From an optimization exercise on the open Yosys and OpenROAD flow, aimed at small area, a short achievable clock period and few clock cycles per item; shortcuts taken in it are not production practice.
The RTL was checked by simulation tests, not by an equivalence proof against the original design.
Power is estimated from default activity; no workload was simulated.

==> trial 3: inputs <==
==> flow/design.v <==
package rv32_pkg;
   localparam int XLEN = 32;
   localparam int NREG = 32;
   localparam logic [6:0] OPC_RTYPE = 7'b0110011;
   localparam logic [6:0] F7_BASE   = 7'h00;
   localparam logic [6:0] F7_ALT    = 7'h20;
   localparam logic [2:0] F3_ADD_SUB = 3'd0;
   localparam logic [2:0] F3_SLL     = 3'd1;
   localparam logic [2:0] F3_SLT     = 3'd2;
   localparam logic [2:0] F3_SLTU    = 3'd3;
   localparam logic [2:0] F3_XOR     = 3'd4;
   localparam logic [2:0] F3_SRL_SRA = 3'd5;
   localparam logic [2:0] F3_OR      = 3'd6;
   localparam logic [2:0] F3_AND     = 3'd7;
   localparam int ALU_ADD  = 0;    
   localparam int ALU_SLL  = 1;
   localparam int ALU_SLT  = 2;
   localparam int ALU_SLTU = 3;
   localparam int ALU_XOR  = 4;
   localparam int ALU_SRL  = 5;    
   localparam int ALU_OR   = 6;
   localparam int ALU_AND  = 7;
   typedef enum logic [1:0] {
      IDLE = 2'd0,
      READ = 2'd1,
      EXEC = 2'd2,
      WB   = 2'd3
   } issue_state_t;
   typedef struct packed {
      logic [6:0] funct7;
      logic [4:0] rs2;
      logic [4:0] rs1;
      logic [2:0] funct3;
      logic [4:0] rd;
      logic [6:0] opcode;
   } rtype_fields_t;
   function automatic logic is_legal_rtype(input rtype_fields_t f);
      is_legal_rtype = (f.opcode == OPC_RTYPE) &&
             ((f.funct7 == F7_BASE) ||
              ((f.funct7 == F7_ALT) &&
               ((f.funct3 == F3_ADD_SUB) || (f.funct3 == F3_SRL_SRA))));
   endfunction
endpackage
module rv32_regfile (
   input  logic        clk,
   input  logic        rst_n,
   input  logic        we,
   input  logic [4:0]  waddr,
   input  logic [31:0] wdata,
   input  logic [31:1] rsel_a,
   output logic [31:0] rdata_a,
   input  logic [31:1] rsel_b,
   output logic [31:0] rdata_b
);
   logic [31:0] mem [1:31];
   logic [991:0] flat;
   always_ff @(posedge clk) begin
      for (int i = 1; i < 32; i++) begin
         if (!rst_n || (we && (waddr == 5'(i)))) mem[i] <= wdata;
      end
   end
   always_comb begin
      for (int i = 1; i < 32; i++) flat[32*(i-1) +: 32] = mem[i];
   end
   rf_rdport u_port_a (.sel(rsel_a), .regs(flat), .data(rdata_a));
   rf_rdport u_port_b (.sel(rsel_b), .regs(flat), .data(rdata_b));
endmodule
module rf_rdport (
   input  logic [31:1]  sel,
   input  logic [991:0] regs,     
   output logic [31:0]  data
);
   for (genvar b = 0; b < 32; b++) begin : g_bit
      logic [31:1] col;
      for (genvar i = 1; i < 32; i++) begin : g_col
         assign col[i] = regs[32*(i-1) + b];
      end
      rf_rdbit u_bit (.sel(sel), .d(col), .q(data[b]));
   end
endmodule
module rf_rdbit (
   input  logic [31:1] sel,
   input  logic [31:1] d,
   output logic        q
);
   logic [3:0] p2;    
   logic [1:0] n3;    
   rf_or8  u_g0 (.s(sel[8:1]),   .d(d[8:1]),   .y(p2[0]));
   rf_or8  u_g1 (.s(sel[16:9]),  .d(d[16:9]),  .y(p2[1]));
   rf_or8  u_g2 (.s(sel[24:17]), .d(d[24:17]), .y(p2[2]));
   rf_or7  u_g3 (.s(sel[31:25]), .d(d[31:25]), .y(p2[3]));
   rf_nor2  u_l3a (.a(p2[0]), .b(p2[1]), .y(n3[0]));
   rf_nor2  u_l3b (.a(p2[2]), .b(p2[3]), .y(n3[1]));
   rf_nand2 u_l4  (.a(n3[0]), .b(n3[1]), .y(q));
endmodule
module rf_or8 (input logic [7:0] s, d, output logic y);
   assign y = |(s & d);
endmodule
module rf_or7 (input logic [6:0] s, d, output logic y);
   assign y = |(s & d);
endmodule
module rf_nand2 (input logic a, b, output logic y);
   assign y = !(a && b);
endmodule
module rf_nor2 (input logic a, b, output logic y);
   assign y = !(a || b);
endmodule
module r_type_alu (
   input  logic [7:0]  sel,       
   input  logic        sub,       
   input  logic        sra,       
   input  logic [31:0] in1,
   input  logic [31:0] in2,
   output logic [31:0] out
);
   logic [31:0] b, p, g, c, sum;
   logic        cout, ltu, lt;
   logic [31:0] sh_in, sh_r, sh_l;
   assign b = in2 ^ {32{sub}};
   assign p = in1 ^ b;
   assign g = in1 & b;
   always_comb begin
      logic [31:0] G, P, Gn, Pn;
      G = g;
      P = p;
      G[0] = g[0] | (p[0] & sub);
      for (int d = 1; d < 32; d = d * 2) begin
         Gn = G;
         Pn = P;
         for (int i = d; i < 32; i++) begin
            Gn[i] = G[i] | (P[i] & G[i-d]);
            Pn[i] = P[i] & P[i-d];
         end
         G = Gn;
         P = Pn;
      end
      c    = {G[30:0], sub};
      cout = G[31];
   end
   assign sum = p ^ c;
   assign ltu = !cout;
   assign lt  = (in1[31] ^ in2[31]) ? in1[31] : sum[31];
   always_comb begin
      for (int i = 0; i < 32; i++) sh_in[i] = sel[rv32_pkg::ALU_SLL] ? in1[31-i] : in1[i];
   end
   assign sh_r = 32'($signed({sra && in1[31], sh_in}) >>> in2[4:0]);
   always_comb begin
      for (int i = 0; i < 32; i++) sh_l[i] = sh_r[31-i];
   end
   assign out = ({32{sel[rv32_pkg::ALU_ADD]}}  & sum)
              | ({32{sel[rv32_pkg::ALU_SLL]}}  & sh_l)
              | ({32{sel[rv32_pkg::ALU_SRL]}}  & sh_r)
              | ({32{sel[rv32_pkg::ALU_XOR]}}  & p)
              | ({32{sel[rv32_pkg::ALU_OR]}}   & (p | g))
              | ({32{sel[rv32_pkg::ALU_AND]}}  & g)
              | {31'd0, (sel[rv32_pkg::ALU_SLT] && lt) || (sel[rv32_pkg::ALU_SLTU] && ltu)};
endmodule
module r_type_issue (
   input  logic        clk,
   input  logic        rst_n,
   input  logic        instr_valid,
   input  logic [31:0] instr,
   output logic        instr_ready,
   input  logic        ld_valid,
   input  logic [4:0]  ld_addr,
   input  logic [31:0] ld_data,
   output logic [7:0]  alu_sel,
   output logic        alu_sub,
   output logic        alu_sra,
   output logic [31:0] alu_in1,
   output logic [31:0] alu_in2,
   input  logic [31:0] alu_out,
   output logic        rf_we,
   output logic [4:0]  rf_waddr,
   output logic [31:0] rf_wdata,
   output logic [31:1] rf_rsel_a,
   output logic [31:1] rf_rsel_b,
   input  logic [31:0] rf_rdata_a,
   input  logic [31:0] rf_rdata_b,
   output logic        wb_valid,
   output logic [4:0]  wb_rd,
   output logic [31:0] wb_data,
   output logic        illegal,
   input  logic [4:0]  dbg_addr,
   output logic [31:0] dbg_data
);
   logic        acc_i, acc_l;
   logic        fwd_a_nx, fwd_b_nx;
   logic        rd_i, rd_l, rd_legal, rd_alt, fwd_a, fwd_b;
   logic [4:0]  rd_dst;
   logic [2:0]  rd_f3;
   logic [31:1] rs1_oh, rs2_oh;    
   logic [31:0] ld_q;
   logic        ex_i, ex_l, ex_legal, ex_sub, ex_sra;
   logic [4:0]  ex_dst;
   logic [7:0]  ex_sel;
   logic [31:0] op_a, op_b;
   logic        wb_v, ill_v;
   logic [4:0]  rd_q;
   logic [31:0] res_q;
   assign instr_ready = rst_n && !ex_l;
   assign acc_i = instr_ready && instr_valid;
   assign acc_l = instr_ready && ld_valid && !instr_valid;
   assign fwd_a_nx = acc_i && ((rd_i && rd_legal) || rd_l) && (rd_dst != 5'd0) &&
                     (rd_dst == instr[19:15]);
   assign fwd_b_nx = acc_i && ((rd_i && rd_legal) || rd_l) && (rd_dst != 5'd0) &&
                     (rd_dst == instr[24:20]);
   always_ff @(posedge clk) begin
      rd_i     <= acc_i;
      rd_l     <= acc_l;
      rd_legal <= rv32_pkg::is_legal_rtype(instr);
      rd_dst   <= acc_l ? ld_addr : instr[11:7];
      rd_f3    <= instr[14:12];
      rd_alt   <= instr[30];
      fwd_a    <= fwd_a_nx;
      fwd_b    <= fwd_b_nx;
      for (int i = 1; i < 32; i++) begin
         rs1_oh[i] <= acc_i && !fwd_a_nx && (instr[19:15] == 5'(i));
         rs2_oh[i] <= acc_i && !fwd_b_nx && (instr[24:20] == 5'(i));
      end
      ld_q     <= ld_data;
      ex_legal <= rd_legal;
      ex_dst   <= rd_dst;
      for (int k = 0; k < 8; k++) ex_sel[k] <= rd_l ? (k == rv32_pkg::ALU_OR) : (rd_f3 == 3'(k));
      ex_sub   <= !rd_l && (((rd_f3 == 3'd0) && rd_alt) || (rd_f3 == 3'd2) || (rd_f3 == 3'd3));
      ex_sra   <= rd_alt;
      op_a     <= rf_rdata_a | ({32{fwd_a}} & alu_out) | ({32{rd_l}} & ld_q);
      op_b     <= rf_rdata_b | ({32{fwd_b}} & alu_out);
      rd_q     <= ex_dst;
      res_q    <= alu_out;
   end
   always_ff @(posedge clk) begin
      if (!rst_n) begin
         ex_i  <= 1'b0;
         ex_l  <= 1'b0;
         wb_v  <= 1'b0;
         ill_v <= 1'b0;
      end else begin
         ex_i  <= rd_i;
         ex_l  <= rd_l;
         wb_v  <= ex_i && ex_legal;
         ill_v <= ex_i && !ex_legal;
      end
   end
   rf_asel u_asel (
      .rs1_oh   (rs1_oh),
      .dbg_en   (!rd_i && !rd_l),
      .dbg_addr (dbg_addr),
      .sel      (rf_rsel_a)
   );
   assign rf_rsel_b  = rs2_oh;
   assign rf_we      = (ex_i && ex_legal) || ex_l;
   assign rf_waddr   = ex_dst;
   assign rf_wdata   = alu_out;
   assign alu_sel    = rst_n ? ex_sel : 8'd0;
   assign alu_sub    = ex_sub;
   assign alu_sra    = ex_sra;
   assign alu_in1    = op_a;
   assign alu_in2    = op_b;
   assign wb_valid   = rst_n && wb_v;
   assign illegal    = rst_n && ill_v;
   assign wb_rd      = rd_q;
   assign wb_data    = res_q;
   assign dbg_data   = rf_rdata_a;
endmodule
module rf_asel (
   input  logic [31:1] rs1_oh,
   input  logic        dbg_en,
   input  logic [4:0]  dbg_addr,
   output logic [31:1] sel
);
   logic [3:0] lo;
   logic [7:0] hi;
   always_comb begin
      for (int j = 0; j < 4; j++) lo[j] = (dbg_addr[1:0] == 2'(j));
      for (int k = 0; k < 8; k++) hi[k] = dbg_en && (dbg_addr[4:2] == 3'(k));
      for (int i = 1; i < 32; i++) sel[i] = rs1_oh[i] || (lo[i % 4] && hi[i / 4]);
   end
endmodule
module r_type_core (
   input  logic        clk,
   input  logic        rst_n,
   input  logic        instr_valid,
   input  logic [31:0] instr,
   output logic        instr_ready,
   input  logic        ld_valid,
   input  logic [4:0]  ld_addr,
   input  logic [31:0] ld_data,
   output logic        wb_valid,
   output logic [4:0]  wb_rd,
   output logic [31:0] wb_data,
   output logic        illegal,
   input  logic [4:0]  dbg_addr,
   output logic [31:0] dbg_data
);
   logic [7:0]  alu_sel;
   logic        alu_sub, alu_sra;
   logic [31:0] alu_in1, alu_in2, alu_out;
   logic        rf_we;
   logic [4:0]  rf_waddr;
   logic [31:0] rf_wdata, rf_rdata_a, rf_rdata_b;
   logic [31:1] rf_rsel_a, rf_rsel_b;
   r_type_issue u_issue (
      .clk         (clk),
      .rst_n       (rst_n),
      .instr_valid (instr_valid),
      .instr       (instr),
      .instr_ready (instr_ready),
      .ld_valid    (ld_valid),
      .ld_addr     (ld_addr),
      .ld_data     (ld_data),
      .alu_sel     (alu_sel),
      .alu_sub     (alu_sub),
      .alu_sra     (alu_sra),
      .alu_in1     (alu_in1),
      .alu_in2     (alu_in2),
      .alu_out     (alu_out),
      .rf_we       (rf_we),
      .rf_waddr    (rf_waddr),
      .rf_wdata    (rf_wdata),
      .rf_rsel_a   (rf_rsel_a),
      .rf_rsel_b   (rf_rsel_b),
      .rf_rdata_a  (rf_rdata_a),
      .rf_rdata_b  (rf_rdata_b),
      .wb_valid    (wb_valid),
      .wb_rd       (wb_rd),
      .wb_data     (wb_data),
      .illegal     (illegal),
      .dbg_addr    (dbg_addr),
      .dbg_data    (dbg_data)
   );
   rv32_regfile u_regfile (
      .clk     (clk),
      .rst_n   (rst_n),
      .we      (rf_we),
      .waddr   (rf_waddr),
      .wdata   (rf_wdata),
      .rsel_a  (rf_rsel_a),
      .rdata_a (rf_rdata_a),
      .rsel_b  (rf_rsel_b),
      .rdata_b (rf_rdata_b)
   );
   r_type_alu u_alu (
      .sel    (alu_sel),
      .sub    (alu_sub),
      .sra    (alu_sra),
      .in1    (alu_in1),
      .in2    (alu_in2),
      .out    (alu_out)
   );
endmodule
==> flow/run.sh <==
#!/bin/bash
# synth_recipe.tcl (not shown) runs the flow's synth.tcl, then flattens the netlist and writes it again
# the make line also repeats each setting of config.mk as NAME=value (left out here)
make -C /OpenROAD-flow-scripts/flow DESIGN_CONFIG=/design/flow/config.mk WORK_HOME=/design/flow/orfs CLKGATE_MAP_FILE= SYNTH_SCRIPT=/design/flow/synth_recipe.tcl finish
==> flow/config.mk <==
export PLATFORM = sky130hd
export DESIGN_NAME = r_type_core
export DESIGN_NICKNAME = r_type_core
export VERILOG_FILES = /design/flow/design.v
export SDC_FILE = /design/flow/constraint.sdc
export NUM_CORES = 4
export LEC_CHECK = 0
export CAP_MARGIN = 20
export CORE_MARGIN = 2
export CORE_UTILIZATION = 40
export SETUP_SLACK_MARGIN = 2
export SLEW_MARGIN = 20
export SYNTH_HIERARCHICAL = 1
==> flow/constraint.sdc <==
create_clock -name core_clock -period 6.0 [get_ports {clk}]
set_input_delay 1.2000 -clock core_clock [delete_from_list [all_inputs] [get_ports {clk}]]
set_output_delay 1.2000 -clock core_clock [all_outputs]
set_load 0.01 [all_outputs]
==> inputs of trial 60, as changes to trial 3 <==
==> flow/design.v, changed modules only <==
module rv32_regfile (
   input  logic        clk,
   input  logic        rst_n,
   input  logic        we,
   input  logic [4:0]  waddr,
   input  logic [31:0] wdata,
   input  logic [31:1] rsel_a,
   output logic [31:0] rdata_a,
   input  logic [31:1] rsel_b,
   output logic [31:0] rdata_b_n     
);
   logic [31:0] mem [1:31];
   logic [991:0] flat;
   always_ff @(posedge clk) begin
      for (int i = 1; i < 32; i++) begin
         if (!rst_n || (we && (waddr == 5'(i)))) mem[i] <= wdata;
      end
   end
   always_comb begin
      for (int i = 1; i < 32; i++) flat[32*(i-1) +: 32] = mem[i];
   end
   rf_rdport u_port_a (.sel(rsel_a), .regs(flat), .data(rdata_a));
   rf_rdport_n u_port_b (.sel(rsel_b), .regs(flat), .data_n(rdata_b_n));
endmodule
module rf_rdport_n (
   input  logic [31:1]  sel,
   input  logic [991:0] regs,
   output logic [31:0]  data_n
);
   for (genvar b = 0; b < 32; b++) begin : g_bit
      logic [31:1] col;
      for (genvar i = 1; i < 32; i++) begin : g_col
         assign col[i] = regs[32*(i-1) + b];
      end
      rf_rdbit_n u_bit (.sel(sel), .d(col), .q_n(data_n[b]));
   end
endmodule
module rf_rdbit_n (
   input  logic [31:1] sel,
   input  logic [31:1] d,
   output logic        q_n
);
   logic [10:0] n1;    
   logic [2:0]  p2;    
   for (genvar k = 0; k < 10; k++) begin : g_l1
      rf_aoi222 u (.a1(sel[3*k+1]), .a2(d[3*k+1]), .b1(sel[3*k+2]), .b2(d[3*k+2]),
                   .c1(sel[3*k+3]), .c2(d[3*k+3]), .y(n1[k]));
   end
   rf_nand2 u_l1_last (.a(sel[31]), .b(d[31]), .y(n1[10]));
   rf_nand4 u_l2a (.a(n1[0]), .b(n1[1]), .c(n1[2]), .d(n1[3]), .y(p2[0]));
   rf_nand4 u_l2b (.a(n1[4]), .b(n1[5]), .c(n1[6]), .d(n1[7]), .y(p2[1]));
   rf_nand3 u_l2c (.a(n1[8]), .b(n1[9]), .c(n1[10]), .y(p2[2]));
   rf_nor3  u_l3  (.a(p2[0]), .b(p2[1]), .c(p2[2]), .y(q_n));
endmodule
module rf_aoi222 (input logic a1, a2, b1, b2, c1, c2, output logic y);
   assign y = !((a1 && a2) || (b1 && b2) || (c1 && c2));
endmodule
module rf_nand4 (input logic a, b, c, d, output logic y);
   assign y = !(a && b && c && d);
endmodule
module rf_nand3 (input logic a, b, c, output logic y);
   assign y = !(a && b && c);
endmodule
module rf_nor3 (input logic a, b, c, output logic y);
   assign y = !(a || b || c);
endmodule
module r_type_issue (
   input  logic        clk,
   input  logic        rst_n,
   input  logic        instr_valid,
   input  logic [31:0] instr,
   output logic        instr_ready,
   input  logic        ld_valid,
   input  logic [4:0]  ld_addr,
   input  logic [31:0] ld_data,
   output logic [7:0]  alu_sel,
   output logic        alu_sub,
   output logic        alu_sra,
   output logic [31:0] alu_in1,
   output logic [31:0] alu_in2,
   input  logic [31:0] alu_out,
   output logic        rf_we,
   output logic [4:0]  rf_waddr,
   output logic [31:0] rf_wdata,
   output logic [31:1] rf_rsel_a,
   output logic [31:1] rf_rsel_b,
   input  logic [31:0] rf_rdata_a,
   input  logic [31:0] rf_rdata_b_n,
   output logic        wb_valid,
   output logic [4:0]  wb_rd,
   output logic [31:0] wb_data,
   output logic        illegal,
   input  logic [4:0]  dbg_addr,
   output logic [31:0] dbg_data
);
   logic        acc_i, acc_l;
   logic        fwd_a_nx, fwd_b_nx;
   logic        rd_i, rd_l, rd_legal, rd_alt, fwd_a, fwd_b;
   logic [4:0]  rd_dst;
   logic [2:0]  rd_f3;
   logic [4:0]  rs1, rs2;
   logic        rs1_en, rs2_en;    
   logic        rd_idle;           
   logic [31:0] ld_q;
   logic        ex_i, ex_l, ex_legal, ex_sub, ex_sra;
   logic [4:0]  ex_dst;
   logic [7:0]  ex_sel;
   logic [31:0] op_a, op_b;
   logic        wb_v, ill_v;
   logic [4:0]  rd_q;
   logic [31:0] res_q;
   assign instr_ready = rst_n && !ex_l;
   assign acc_i = instr_ready && instr_valid;
   assign acc_l = instr_ready && ld_valid && !instr_valid;
   assign fwd_a_nx = acc_i && ((rd_i && rd_legal) || rd_l) && (rd_dst != 5'd0) &&
                     (rd_dst == instr[19:15]);
   assign fwd_b_nx = acc_i && ((rd_i && rd_legal) || rd_l) && (rd_dst != 5'd0) &&
                     (rd_dst == instr[24:20]);
   always_ff @(posedge clk) begin
      rd_i     <= acc_i;
      rd_l     <= acc_l;
      rd_legal <= rv32_pkg::is_legal_rtype(instr);
      rd_dst   <= acc_l ? ld_addr : instr[11:7];
      rd_f3    <= instr[14:12];
      rd_alt   <= instr[30];
      fwd_a    <= fwd_a_nx;
      fwd_b    <= fwd_b_nx;
      rs1      <= instr[19:15];
      rs2      <= instr[24:20];
      rs1_en   <= acc_i && !fwd_a_nx;
      rd_idle  <= !acc_i && !acc_l;
      rs2_en   <= acc_i && !fwd_b_nx;
      ld_q     <= ld_data;
      ex_legal <= rd_legal;
      ex_dst   <= rd_dst;
      for (int k = 0; k < 8; k++) ex_sel[k] <= rd_l ? (k == rv32_pkg::ALU_OR) : (rd_f3 == 3'(k));
      ex_sub   <= !rd_l && (((rd_f3 == 3'd0) && rd_alt) || (rd_f3 == 3'd2) || (rd_f3 == 3'd3));
      ex_sra   <= rd_alt;
      op_a     <= rf_rdata_a | ({32{fwd_a}} & alu_out) | ({32{rd_l}} & ld_q);
      op_b     <= ~rf_rdata_b_n | ({32{fwd_b}} & alu_out);
      rd_q     <= ex_dst;
      res_q    <= alu_out;
   end
   always_ff @(posedge clk) begin
      if (!rst_n) begin
         ex_i  <= 1'b0;
         ex_l  <= 1'b0;
         wb_v  <= 1'b0;
         ill_v <= 1'b0;
      end else begin
         ex_i  <= rd_i;
         ex_l  <= rd_l;
         wb_v  <= ex_i && ex_legal;
         ill_v <= ex_i && !ex_legal;
      end
   end
   rf_asel u_asel (
      .rs1      (rs1),
      .rs1_en   (rs1_en),
      .dbg_en   (rd_idle),
      .dbg_addr (dbg_addr),
      .sel      (rf_rsel_a)
   );
   rf_bsel u_bsel (
      .rs2      (rs2),
      .rs2_en   (rs2_en),
      .sel      (rf_rsel_b)
   );
   assign rf_we      = (ex_i && ex_legal) || ex_l;
   assign rf_waddr   = ex_dst;
   assign rf_wdata   = alu_out;
   assign alu_sel    = rst_n ? ex_sel : 8'd0;
   assign alu_sub    = ex_sub;
   assign alu_sra    = ex_sra;
   assign alu_in1    = op_a;
   assign alu_in2    = op_b;
   assign wb_valid   = rst_n && wb_v;
   assign illegal    = rst_n && ill_v;
   assign wb_rd      = rd_q;
   assign wb_data    = res_q;
   assign dbg_data   = rf_rdata_a;
endmodule
module rf_asel (
   input  logic [4:0]  rs1,
   input  logic        rs1_en,
   input  logic        dbg_en,
   input  logic [4:0]  dbg_addr,
   output logic [31:1] sel
);
   logic [3:0] r_lo, d_lo;
   logic [7:0] r_hi, d_hi;
   rf_dec2e u_r_lo (.a(rs1[1:0]),      .en(rs1_en), .y(r_lo));
   rf_dec2e u_d_lo (.a(dbg_addr[1:0]), .en(dbg_en), .y(d_lo));
   rf_dec3  u_r_hi (.a(rs1[4:2]),      .y(r_hi));
   rf_dec3  u_d_hi (.a(dbg_addr[4:2]), .y(d_hi));
   for (genvar i = 1; i < 32; i++) begin : g_sel
      rf_ao22 u (.a1(r_lo[i % 4]), .a2(r_hi[i / 4]), .b1(d_lo[i % 4]), .b2(d_hi[i / 4]),
                 .y(sel[i]));
   end
endmodule
module rf_dec2e (input logic [1:0] a, input logic en, output logic [3:0] y);
   always_comb for (int j = 0; j < 4; j++) y[j] = en && (a == 2'(j));
endmodule
module rf_dec3 (input logic [2:0] a, output logic [7:0] y);
   always_comb for (int k = 0; k < 8; k++) y[k] = (a == 3'(k));
endmodule
module rf_ao22 (input logic a1, a2, b1, b2, output logic y);
   assign y = (a1 && a2) || (b1 && b2);
endmodule
module rf_bsel (
   input  logic [4:0]  rs2,
   input  logic        rs2_en,
   output logic [31:1] sel
);
   logic [3:0] lo;
   logic [7:0] hi;
   always_comb begin
      for (int j = 0; j < 4; j++) lo[j] = (rs2[1:0] == 2'(j));
      for (int k = 0; k < 8; k++) hi[k] = rs2_en && (rs2[4:2] == 3'(k));
      for (int i = 1; i < 32; i++) sel[i] = lo[i % 4] && hi[i / 4];
   end
endmodule
module r_type_core (
   input  logic        clk,
   input  logic        rst_n,
   input  logic        instr_valid,
   input  logic [31:0] instr,
   output logic        instr_ready,
   input  logic        ld_valid,
   input  logic [4:0]  ld_addr,
   input  logic [31:0] ld_data,
   output logic        wb_valid,
   output logic [4:0]  wb_rd,
   output logic [31:0] wb_data,
   output logic        illegal,
   input  logic [4:0]  dbg_addr,
   output logic [31:0] dbg_data
);
   logic [7:0]  alu_sel;
   logic        alu_sub, alu_sra;
   logic [31:0] alu_in1, alu_in2, alu_out;
   logic        rf_we;
   logic [4:0]  rf_waddr;
   logic [31:0] rf_wdata, rf_rdata_a, rf_rdata_b_n;
   logic [31:1] rf_rsel_a, rf_rsel_b;
   r_type_issue u_issue (
      .clk         (clk),
      .rst_n       (rst_n),
      .instr_valid (instr_valid),
      .instr       (instr),
      .instr_ready (instr_ready),
      .ld_valid    (ld_valid),
      .ld_addr     (ld_addr),
      .ld_data     (ld_data),
      .alu_sel     (alu_sel),
      .alu_sub     (alu_sub),
      .alu_sra     (alu_sra),
      .alu_in1     (alu_in1),
      .alu_in2     (alu_in2),
      .alu_out     (alu_out),
      .rf_we       (rf_we),
      .rf_waddr    (rf_waddr),
      .rf_wdata    (rf_wdata),
      .rf_rsel_a   (rf_rsel_a),
      .rf_rsel_b   (rf_rsel_b),
      .rf_rdata_a  (rf_rdata_a),
      .rf_rdata_b_n(rf_rdata_b_n),
      .wb_valid    (wb_valid),
      .wb_rd       (wb_rd),
      .wb_data     (wb_data),
      .illegal     (illegal),
      .dbg_addr    (dbg_addr),
      .dbg_data    (dbg_data)
   );
   rv32_regfile u_regfile (
      .clk     (clk),
      .rst_n   (rst_n),
      .we      (rf_we),
      .waddr   (rf_waddr),
      .wdata   (rf_wdata),
      .rsel_a  (rf_rsel_a),
      .rdata_a (rf_rdata_a),
      .rsel_b  (rf_rsel_b),
      .rdata_b_n (rf_rdata_b_n)
   );
   r_type_alu u_alu (
      .sel    (alu_sel),
      .sub    (alu_sub),
      .sra    (alu_sra),
      .in1    (alu_in1),
      .in2    (alu_in2),
      .out    (alu_out)
   );
endmodule
--- a/flow/config.mk
+++ b/flow/config.mk
@@ -9,4 +9,7 @@
 export CORE_MARGIN = 2
 export CORE_UTILIZATION = 40
+export CTS_BUF_LIST = sky130_fd_sc_hd__clkbuf_16
+export CTS_CLUSTER_DIAMETER = 60
+export CTS_CLUSTER_SIZE = 24
 export SETUP_SLACK_MARGIN = 2
 export SLEW_MARGIN = 20
==> qor summary <==
item                                                                               trial 3                  trial 60
Result of the run                                         no timing/DRC/antenna violations  no timing/DRC/antenna violations
Number of nets produced by synthesis                                                  4083                      3776
Area occupied by multi-input gates                                              0.0198 mm²                0.0188 mm²
Pre-CTS worst setup slack                                                           454 ps                    370 ps
End-of-flow core utilization                                                         0.499                     0.493
Worst hold path endpoint                                            u_issue.ex_sra$_DFF_P_  u_issue.ex_legal$_DFF_P_
Met1 wire length                                                                  77200 µm                  80100 µm
Cell count after synthesis                                                            3940                      3633
Clock latency of the later-clocked register in the worst-skew pair                  780 ps                    750 ps
Xor-xnor portion of the synthesized cell area                                      0.00969                    0.0111
Vias after detailed routing                                                          43000                     42400
Wire length per cell after detailed routing                                        35.1 µm                   38.2 µm
Clock group share of total power                                                     0.330                     0.296
Comb_multi_in                                                                         2464                      2239
Sequential share of power                                                            0.492                     0.509
Post-synthesis instance area                                                    0.0533 mm²                0.0512 mm²
Total wire length after detailed routing                                         217000 µm                 222000 µm
Testbench counts of trial 3, summed over its fixed seeds: cycles 4,048, items 4,000.
Testbench counts of trial 60, summed over its fixed seeds: cycles 4,048, items 4,000.

## static timing again, ports no longer ideal
The flow's constraints put no driver on any port. The routed layouts listed below were extracted and timed again, unchanged, in two steps.
Step 1 (the two cells are an assumption about what drives the block):
set clk [get_ports {clk}]
set_driving_cell -lib_cell sky130_fd_sc_hd__clkbuf_16 $clk
set_driving_cell -lib_cell sky130_fd_sc_hd__buf_2 [delete_from_list [all_inputs] $clk]
Step 2, shift: input delay + t, output delay - t, t = (earliest + latest rising clock arrival at the registers) / 2. This alone moves slack from input paths to output paths.
a / b / c = no drivers / after step 1 / after step 2; a / b = the first two.
| run | t, ns | setup WS [ns] | worst setup path at the end | latest minus earliest clock arrival (ns) | pins driven straight from the clock port |
|---|---|---|---|---|---|
| trial 3 | 0.832 | 1.675 / 1.615 / 1.243 | input to register | 0.043 / 0.043 | 1 |
| trial 60 | 0.803 | 1.558 / 1.449 / 0.787 | input to register | 0.054 / 0.054 | 1 |
After both steps every run listed still meets setup and hold. The setup slack of trial 60, which loses most, moves by -0.109 ns with the drivers and by -0.771 ns with both steps.
